This is an optimization exercise on Yosys and OpenROAD, whose aim is small area, a short achievable clock period and few clock cycles, not a production implementation. The RTL was checked by simulation tests, not by an equivalence proof against the original design. Power figures rest on the tool's default switching activity, not on a simulated workload.

## run 1
==> flow/design.v <==
package hart_mem_pkg;
    typedef logic [32-1:0] word_t;
    typedef logic [4-1:0] byte_mask_t;
    typedef enum logic [1:0] {
        LS_BYTE = 2'd0,
        LS_HALF = 2'd1,
        LS_WORD = 2'd2
    } ls_size_e;
    typedef enum logic [1:0] {
        OWN_NONE   = 2'd0,
        OWN_ICACHE = 2'd1,
        OWN_DCACHE = 2'd2
    } bus_owner_e;
endpackage
`timescale 1ns/1ps
module addr_sel_ls (
    input  logic i_read,
    input  logic i_write,
    input  logic i_turn,
    output logic o_sel
);
    assign o_sel = (i_read || i_write) && i_turn;
endmodule
module addr_sel_fetch (
    input  logic i_read,
    input  logic i_write,
    input  logic i_turn,
    output logic o_sel
);
    assign o_sel = !((i_read || i_write) && i_turn);
endmodule
module addr_mux (
    input  logic [29:0] i_ls,
    input  logic [29:0] i_fetch,
    input  logic        i_sel_ls,
    input  logic        i_sel_fetch,
    output logic [29:0] o_addr
);
    assign o_addr = (i_ls & {30{i_sel_ls}}) | (i_fetch & {30{i_sel_fetch}});
endmodule
`timescale 1ns/1ps
module hart_mem_sys (
    input  logic                   i_clk,
    input  logic                   i_rst_n,
    input  logic [31:0]            i_fetch_addr,
    output logic [31:0]            o_fetch_inst,
    output logic                   o_fetch_busy,
    input  logic                   i_ls_read,
    input  logic                   i_ls_write,
    input  logic [31:0]            i_ls_addr,
    input  logic [31:0]            i_ls_wdata,
    input  logic [1:0]             i_ls_size,
    input  logic                   i_ls_unsigned,
    output logic [31:0]            o_ls_rdata,
    output logic                   o_ls_trap,
    output logic                   o_ls_busy,
    output logic                   o_mem_ren,
    output logic                   o_mem_wen,
    output logic [31:0]            o_mem_addr,
    output logic [31:0]            o_mem_wdata,
    input  logic [31:0]            i_mem_rdata,
    input  logic                   i_mem_valid,
    input  logic                   i_mem_ready
);
    typedef enum logic [1:0] {
        RD_NONE  = 2'd0,
        RD_FETCH = 2'd1,
        RD_LOAD  = 2'd2,
        RD_STORE = 2'd3
    } rd_e;
    rd_e        rd_q, rd_d;
    logic [1:0] off_q;
    logic [1:0] size_q;
    logic       uns_q;
    always_ff @(posedge i_clk) begin
        if (!i_rst_n) rd_q <= RD_NONE;
        else          rd_q <= rd_d;
        off_q  <= i_ls_addr[1:0];
        size_q <= i_ls_size;
        uns_q  <= i_ls_unsigned;
    end
    logic rd_none, rd_f, rd_l, rd_s;
    logic is_byte, is_half, is_word, mis_q;
    assign rd_none = (rd_q == RD_NONE);
    assign rd_f    = (rd_q == RD_FETCH);
    assign rd_l    = (rd_q == RD_LOAD);
    assign rd_s    = (rd_q == RD_STORE);
    assign is_byte = (size_q == 2'd0);
    assign is_half = (size_q == 2'd1);
    assign is_word = size_q[1];
    assign mis_q   = (is_half && off_q[0]) || (is_word && (off_q != 2'b00));
    logic ls_turn_q, ls_turn_d;
    logic ls_sel, word_store, ls_done;
    always_ff @(posedge i_clk) begin
        if (!i_rst_n) ls_turn_q <= 1'b1;
        else          ls_turn_q <= ls_turn_d;
    end
    assign word_store = i_ls_write && i_ls_size[1] && (i_ls_addr[1:0] == 2'b00);
    logic sel_fetch;
    addr_sel_ls u_sel_ls (
        .i_read(i_ls_read), .i_write(i_ls_write), .i_turn(ls_turn_q), .o_sel(ls_sel)
    );
    addr_sel_fetch u_sel_fetch (
        .i_read(i_ls_read), .i_write(i_ls_write), .i_turn(ls_turn_q), .o_sel(sel_fetch)
    );
    assign o_mem_wen  = i_mem_ready && ((rd_none && ls_turn_q && word_store) ||
                                        (rd_s && i_mem_valid && !mis_q));
    assign o_mem_ren  = i_mem_ready && ((rd_none && !(ls_turn_q && word_store)) ||
                                        (rd_l && i_mem_valid));
    addr_mux u_addr_mux (
        .i_ls(i_ls_addr[31:2]), .i_fetch(i_fetch_addr[31:2]),
        .i_sel_ls(ls_sel), .i_sel_fetch(sel_fetch), .o_addr(o_mem_addr[31:2])
    );
    assign o_mem_addr[1:0] = 2'b00;
    assign ls_done = (i_ls_read || i_ls_write) && !o_ls_busy;
    always_comb begin
        rd_d = rd_q;
        if (i_mem_valid) rd_d = RD_NONE;
        if (o_mem_ren) begin
            if (!ls_sel)         rd_d = RD_FETCH;
            else if (i_ls_write) rd_d = RD_STORE;
            else                 rd_d = RD_LOAD;
        end
        ls_turn_d = ls_turn_q;
        if (ls_done || (o_mem_ren && ls_sel && i_ls_read)) ls_turn_d = 1'b0;
        if (!o_fetch_busy) ls_turn_d = 1'b1;
    end
    assign o_fetch_inst = i_mem_rdata;
    assign o_fetch_busy = !(rd_f && i_mem_valid);
    assign o_ls_busy = !(o_mem_wen || ((rd_l || (rd_s && mis_q)) && i_mem_valid));
    assign o_ls_trap = mis_q && rd_q[1];
    logic [3:0] mask, sel_old, sel_own, sel_lo, sel_hi;
    always_comb begin
        if (is_byte)      mask = 4'b0001 << off_q;
        else if (is_half) mask = off_q[1] ? 4'b1100 : 4'b0011;
        else              mask = 4'b1111;
    end
    always_comb begin
        sel_old = 4'b0000;
        sel_own = 4'b1111;
        sel_lo  = 4'b0000;
        sel_hi  = 4'b0000;
        if (rd_s) begin
            sel_old = ~mask;
            sel_own = mask & (is_half ? 4'b0011 : 4'b0001);
            sel_lo  = mask & (is_half ? 4'b0100 : 4'b1110);
            sel_hi  = mask & (is_half ? 4'b1000 : 4'b0000);
        end
    end
    always_comb begin
        for (int k = 0; k < 4; k++) begin
            o_mem_wdata[8*k +: 8] = ({8{sel_old[k]}} & i_mem_rdata[8*k +: 8]) |
                                    ({8{sel_own[k]}} & i_ls_wdata[8*k +: 8]) |
                                    ({8{sel_lo[k]}}  & i_ls_wdata[7:0]) |
                                    ({8{sel_hi[k]}}  & i_ls_wdata[15:8]);
        end
    end
    logic [3:0] lo_sel, sign_b_sel, sign_h_sel;
    logic       sign_b, sign_bh;
    assign lo_sel     = 4'b0001 << off_q;
    assign sign_b_sel = (uns_q || !is_byte) ? 4'b0000 : lo_sel;
    assign sign_h_sel = (uns_q || !is_half) ? 4'b0000 : (off_q[1] ? 4'b1000 : 4'b0010);
    assign sign_b     = |(sign_b_sel & {i_mem_rdata[31], i_mem_rdata[23],
                                        i_mem_rdata[15], i_mem_rdata[7]});
    assign sign_bh    = |((sign_b_sel | sign_h_sel) & {i_mem_rdata[31], i_mem_rdata[23],
                                                       i_mem_rdata[15], i_mem_rdata[7]});
    always_comb begin
        o_ls_rdata[7:0]   = ({8{lo_sel[0]}} & i_mem_rdata[7:0]) |
                            ({8{lo_sel[1]}} & i_mem_rdata[15:8]) |
                            ({8{lo_sel[2]}} & i_mem_rdata[23:16]) |
                            ({8{lo_sel[3]}} & i_mem_rdata[31:24]);
        o_ls_rdata[15:8]  = ({8{!is_byte && !off_q[1]}} & i_mem_rdata[15:8]) |
                            ({8{!is_byte &&  off_q[1]}} & i_mem_rdata[31:24]) |
                            {8{sign_b}};
        o_ls_rdata[31:16] = ({16{is_word}} & i_mem_rdata[31:16]) | {16{sign_bh}};
    end
endmodule
Settings: LEC_CHECK=0, ABC_AREA=1, CAP_MARGIN=20, CORE_MARGIN=2, CORE_UTILIZATION=25, CTS_BUF_LIST=sky130_fd_sc_hd__clkbuf_2, GPL_TIMING_DRIVEN=0, PLACE_DENSITY=0.8, SETUP_SLACK_MARGIN=2.5, SLEW_MARGIN=20, SYNTH_HIERARCHICAL=1, SYNTH_MINIMUM_KEEP_SIZE=0; clock period 6.0 ns.
standard.sh (not shown) runs the stock make flow with config.mk's settings and CLKGATE_MAP_FILE= SYNTH_SCRIPT=/design/flow/synth_recipe.tcl, a recipe that flattens the netlist after the stock synthesis.
==> flow/flow/run.sh <==
#!/bin/bash
set -euo pipefail
export BUFFER_PORTS_ARGS="-buffer_cell sky130_fd_sc_hd__buf_1"
bash standard.sh MATCH_CELL_FOOTPRINT=0 finish > standard_flow.log 2>&1
Testbench counts of run 1, summed over its fixed seeds: cycles 137,032.
Input-level comparison between run 2 and run 1:
Settings: ABC_AREA: 1 -> 0; GPL_TIMING_DRIVEN: 0 -> unset; SETUP_SLACK_MARGIN: 2.5 -> 2.3.
Results
- Total detailed-routing wirelength on run 2 is ahead of run 1.
- Power: run 2 and run 1 compared, lower one is run 2
- In run 2 relative to run 1, distinct cell type count after synthesis had gone up by more than half.
- From run 1 to run 2 the numbers moved as follows: ratio of cells with drive above 1 in the final layout up 2.3 points, non-clock buffer count down 37, maximum level of the CTS H-tree flat, number of synthesized register bits flat.
- When run 2 is set beside run 1, its total area of sequential cells turns out to be about 1.6% larger.
- The relative area of clock buffers and inverters in the final design was comparable across run 2 and run 1.
- Relative to run 1, multi-input gate area in the final layout has increased by 5.2% in run 2.
- First-pass GRT wire length (run 2 vs. run 1) decreases by a little under 10%
Modified inputs, run 3 compared to run 2
Settings: setting TNS_END_PERCENT to 0 for the first time; changing SETUP_SLACK_MARGIN from 2.3 to 2.6; changing ABC_AREA from 0 to 1.
- The gate count after technology mapping of run 3 exceeds that of run 2 by about 70%.
- Against run 2, design area in run 3 rose slightly.
- Run 3 can be clocked faster than run 2.

==> separate check: timing with driven ports <==
No port has a modelled driver above. Below, the same layouts with a new extraction and two added sets of constraints. Step 1: set_driving_cell puts a clkbuf_16 on i_clk and a buf_2 on each other input, an assumption about the parent block. Step 2 adds t to the input delays and takes it off the output delays; t is the mean of the earliest and latest rising clock arrival at the registers after step 1. Input paths then give back, and output paths get back, about the clock's delay inside the block. Three values: ideal ports, drivers, drivers and shift; two values: the first two.
run	t, ns	setup WS [ns]	worst setup path at the end
run 1	0.258	2.581 / 2.560 / 2.560	input to output
run 2	0.252	2.168 / 2.129 / 2.129	input to output
run 3	0.248	2.645 / 2.622 / 2.622	input to output
After both steps setup and hold are still met in every run listed. For run 2, which loses most, drivers alone change the setup slack by -0.039 ns; drivers and shift together by -0.039 ns.
